Source: an optimization exercise on an open RTL-to-GDS flow (aim: small area). Production flows keep margins and buffers that such runs may drop. Power is estimated from default activity; no workload was simulated.

==> flow/design.v <==
`timescale 1ns/1ps
package iq_pkg;
	typedef logic [31:0] pc_t;
	typedef logic [31:0] instr_t;
	typedef logic [4:0]  reg_idx_t;
	typedef logic [6:0]  opcode_t;
	typedef logic [1:0]  slot_count_t;
	localparam opcode_t OPC_LUI    = 7'b0110111;
	localparam opcode_t OPC_AUIPC  = 7'b0010111;
	localparam opcode_t OPC_JAL    = 7'b1101111;
	localparam opcode_t OPC_JALR   = 7'b1100111;
	localparam opcode_t OPC_BRANCH = 7'b1100011;
	localparam opcode_t OPC_LOAD   = 7'b0000011;
	localparam opcode_t OPC_STORE  = 7'b0100011;
	localparam opcode_t OPC_OP_IMM = 7'b0010011;
	localparam opcode_t OPC_OP     = 7'b0110011;
	localparam int IQ_DEPTH_DEFAULT = 16;
endpackage
`timescale 1ns/1ps
`timescale 1ns/1ps
`timescale 1ns/1ps
`timescale 1ns/1ps
module iq_frontend_top #(
	parameter int depth = iq_pkg::IQ_DEPTH_DEFAULT
) (
	input  logic                         clk,
	input  logic                         rst_n,
	input  logic                         flush,
	input  logic                         in_valid,
	output logic                         in_ready,
	input  iq_pkg::pc_t                  in_pc,
	input  iq_pkg::instr_t               in_instr0,
	input  iq_pkg::instr_t               in_instr1,
	input  iq_pkg::slot_count_t          in_count,
	output logic                         out_valid,
	input  logic                         out_ready,
	output iq_pkg::slot_count_t          out_count,
	output iq_pkg::pc_t                  out_pc0,
	output iq_pkg::instr_t               out_instr0,
	output iq_pkg::pc_t                  out_pc1,
	output iq_pkg::instr_t               out_instr1,
	output logic [$clog2(depth + 1)-1:0] occupancy
);
	localparam int nb = depth / 2;    
	logic        clr;
	assign clr = !rst_n || flush;
	logic        h_valid;
	logic        h_two;           
	logic [31:0] h_pc;
	logic [31:0] h_i0;
	logic [31:0] h_i1;
	logic [31:0] e_pc    [0:nb-1];
	logic [31:0] e_instr [0:nb-1];
	logic [31:0] o_pc    [0:nb-1];
	logic [31:0] o_instr [0:nb-1];
	logic [3:0]  wr_ptr;
	logic [3:0]  rd_ptr;
	logic [4:0]  cnt;
	logic        enq_ready;
	logic        enq_fire;
	logic [1:0]  enq_n;
	logic [1:0]  take_n;
	assign enq_ready = h_two ? (cnt <= 5'd14) : (cnt <= 5'd15);
	assign in_ready  = !h_valid || enq_ready;
	assign enq_fire  = h_valid && enq_ready;
	assign enq_n     = enq_fire ? (h_two ? 2'd2 : 2'd1) : 2'd0;
	always_ff @(posedge clk) begin
		if (clr) begin
			h_valid <= 1'b0;
		end else if (in_ready) begin
			h_valid <= in_valid;
		end
	end
	always_ff @(posedge clk) begin
		if (in_ready) begin
			h_two <= in_count[1];
			h_pc  <= in_pc;
			h_i0  <= in_instr0;
			h_i1  <= in_instr1;
		end
	end
	logic [31:0] h_pc4;
	logic [31:0] we_pc, we_instr, wo_pc, wo_instr;
	logic [2:0]  we_idx;
	logic        we_en, wo_en;
	assign h_pc4    = {h_pc[31:2] + 30'd1, h_pc[1:0]};
	assign we_pc    = wr_ptr[0] ? h_pc4 : h_pc;
	assign we_instr = wr_ptr[0] ? h_i1 : h_i0;
	assign wo_pc    = wr_ptr[0] ? h_pc : h_pc4;
	assign wo_instr = wr_ptr[0] ? h_i0 : h_i1;
	assign we_idx   = wr_ptr[3:1] + {2'b00, wr_ptr[0]};
	assign we_en    = enq_fire && (!wr_ptr[0] || h_two);
	assign wo_en    = enq_fire && (wr_ptr[0] || h_two);
	always_ff @(posedge clk) begin
		for (int j = 0; j < nb; j++) begin
			if (we_en && we_idx == 3'(j)) begin
				e_pc[j]    <= we_pc;
				e_instr[j] <= we_instr;
			end
			if (wo_en && wr_ptr[3:1] == 3'(j)) begin
				o_pc[j]    <= wo_pc;
				o_instr[j] <= wo_instr;
			end
		end
	end
	logic [2:0]  re_idx;
	logic [31:0] re_pc, re_instr, ro_pc, ro_instr;
	logic [31:0] h0_pc, h0_instr, h1_instr;
	assign re_idx   = rd_ptr[3:1] + {2'b00, rd_ptr[0]};
	logic [nb-1:0] sel_e, sel_o;
	always_comb begin
		re_pc = '0; re_instr = '0; ro_pc = '0; ro_instr = '0;
		for (int j = 0; j < nb; j++) begin
			sel_e[j] = re_idx == 3'(j);
			sel_o[j] = rd_ptr[3:1] == 3'(j);
			re_pc    = re_pc    | ({32{sel_e[j]}} & e_pc[j]);
			re_instr = re_instr | ({32{sel_e[j]}} & e_instr[j]);
			ro_pc    = ro_pc    | ({32{sel_o[j]}} & o_pc[j]);
			ro_instr = ro_instr | ({32{sel_o[j]}} & o_instr[j]);
		end
	end
	assign h0_pc    = rd_ptr[0] ? ro_pc : re_pc;
	assign h0_instr = rd_ptr[0] ? ro_instr : re_instr;
	assign h1_instr = rd_ptr[0] ? re_instr : ro_instr;
	logic [6:0] op0, op1;
	logic       h0_ctrl, h0_mem, h1_mem, h0_has_rd, h1_has_rs1, h1_has_rs2;
	logic       raw_dep, two_avail, pair_ok, can_load, out_v;
	assign op0 = h0_instr[6:0];
	assign op1 = h1_instr[6:0];
	assign h0_ctrl    = op0 == iq_pkg::OPC_BRANCH || op0 == iq_pkg::OPC_JAL || op0 == iq_pkg::OPC_JALR;
	assign h0_mem     = op0 == iq_pkg::OPC_LOAD || op0 == iq_pkg::OPC_STORE;
	assign h1_mem     = op1 == iq_pkg::OPC_LOAD || op1 == iq_pkg::OPC_STORE;
	assign h0_has_rd  = !(op0 == iq_pkg::OPC_STORE || op0 == iq_pkg::OPC_BRANCH);
	assign h1_has_rs1 = !(op1 == iq_pkg::OPC_LUI || op1 == iq_pkg::OPC_AUIPC || op1 == iq_pkg::OPC_JAL);
	assign h1_has_rs2 = op1 == iq_pkg::OPC_OP || op1 == iq_pkg::OPC_STORE || op1 == iq_pkg::OPC_BRANCH;
	assign raw_dep = h0_has_rd && (h0_instr[11:7] != 5'd0) &&
		((h1_has_rs1 && h0_instr[11:7] == h1_instr[19:15]) ||
		 (h1_has_rs2 && h0_instr[11:7] == h1_instr[24:20]));
	assign two_avail = cnt[4:1] != 4'd0;
	assign pair_ok   = two_avail && !h0_ctrl && !raw_dep && !(h0_mem && h1_mem);
	assign can_load  = !out_v || out_ready;
	always_comb begin
		take_n = 2'd0;
		if (can_load && cnt != 5'd0) begin
			take_n = pair_ok ? 2'd2 : 2'd1;
		end
	end
	always_ff @(posedge clk) begin
		if (clr) begin
			rd_ptr <= '0;
			wr_ptr <= '0;
			cnt    <= '0;
		end else begin
			wr_ptr <= wr_ptr + 4'(enq_n);
			rd_ptr <= rd_ptr + 4'(take_n);
			cnt    <= cnt + 5'(enq_n) - 5'(take_n);
		end
	end
	assign occupancy = cnt;
	logic        o_pair;
	logic [31:0] o_pc0_q, o_instr0_q, o_pc1_q, o_instr1_q;
	always_ff @(posedge clk) begin
		if (clr) begin
			out_v <= 1'b0;
		end else if (can_load) begin
			out_v <= cnt != 5'd0;
		end
	end
	always_ff @(posedge clk) begin
		if (can_load) begin
			o_pair     <= pair_ok;
			o_pc0_q    <= h0_pc;
			o_instr0_q <= h0_instr;
			o_pc1_q    <= pair_ok ? (rd_ptr[0] ? re_pc : ro_pc) : 32'd0;
			o_instr1_q <= pair_ok ? h1_instr : 32'd0;
		end
	end
	assign out_valid  = out_v;
	assign out_count  = o_pair ? 2'd2 : 2'd1;
	assign out_pc0    = o_pc0_q;
	assign out_instr0 = o_instr0_q;
	assign out_pc1    = o_pc1_q;
	assign out_instr1 = o_instr1_q;
endmodule
==> flow/config.mk <==
export PLATFORM = sky130hd
export DESIGN_NAME = iq_frontend_top
export DESIGN_NICKNAME = iq_frontend_top
export VERILOG_FILES = /design/flow/design.v
export SDC_FILE = /design/flow/constraint.sdc
export NUM_CORES = 4
export LEC_CHECK = 0
export ABC_AREA = 1
export CAP_MARGIN = 20
export CORE_MARGIN = 2
export CORE_UTILIZATION = 60
export SLEW_MARGIN = 20
==> flow/constraint.sdc <==
create_clock -name core_clock -period 10.0 [get_ports {clk}]
set_input_delay 2.0000 -clock core_clock [delete_from_list [all_inputs] [get_ports {clk}]]
set_output_delay 2.0000 -clock core_clock [all_outputs]
set_load 0.01 [all_outputs]
run.sh (not shown) runs the stock make flow with config.mk's settings and CLKGATE_MAP_FILE= SYNTH_SCRIPT=/design/flow/synth_recipe.tcl, a recipe that flattens the netlist after the stock synthesis.
The first run completed with no timing, DRC or antenna violations.
Rerun with:
- CTS_BUF_LIST: not set -> sky130_fd_sc_hd__clkbuf_8
- CTS_CLUSTER_SIZE: not set -> 30
What happened: The new run passed the timing, design-rule and antenna checks. Wire length increases by 0.46%. Setup slack is better by 0.025 ns. Global-route usage grows by 0.23 points. Sequential power hardly moves. Combinational power barely changes. Worst hold slack gains 0.0062 ns. Synthesized cell count stays the same.
Function was not checked in any run of this note: the RTL went through the layout flow alone.

what the ideal ports hide:
No port has a modelled driver above. Below, the same layouts with a new extraction and two added sets of constraints. Step 1 (the two cells are an assumption about what drives the block):
set clk [get_ports {clk}]
set_driving_cell -lib_cell sky130_fd_sc_hd__clkbuf_16 $clk
set_driving_cell -lib_cell sky130_fd_sc_hd__buf_2 [delete_from_list [all_inputs] $clk]
Step 2 also shifts input and output timing later by t, the mid clock arrival at the registers, as if the neighbouring blocks saw the same clock. a / b / c = ideal ports / drivers / drivers and shift; a / b = the first two.
run | t (ns) | setup WS [ns] | worst setup path after step 2
the first run | 0.750 | 3.590 / 3.590 / 3.590 | register to register
the second run | 0.905 | 3.615 / 3.615 / 3.615 | register to register
After both steps setup and hold are still met in every run listed.
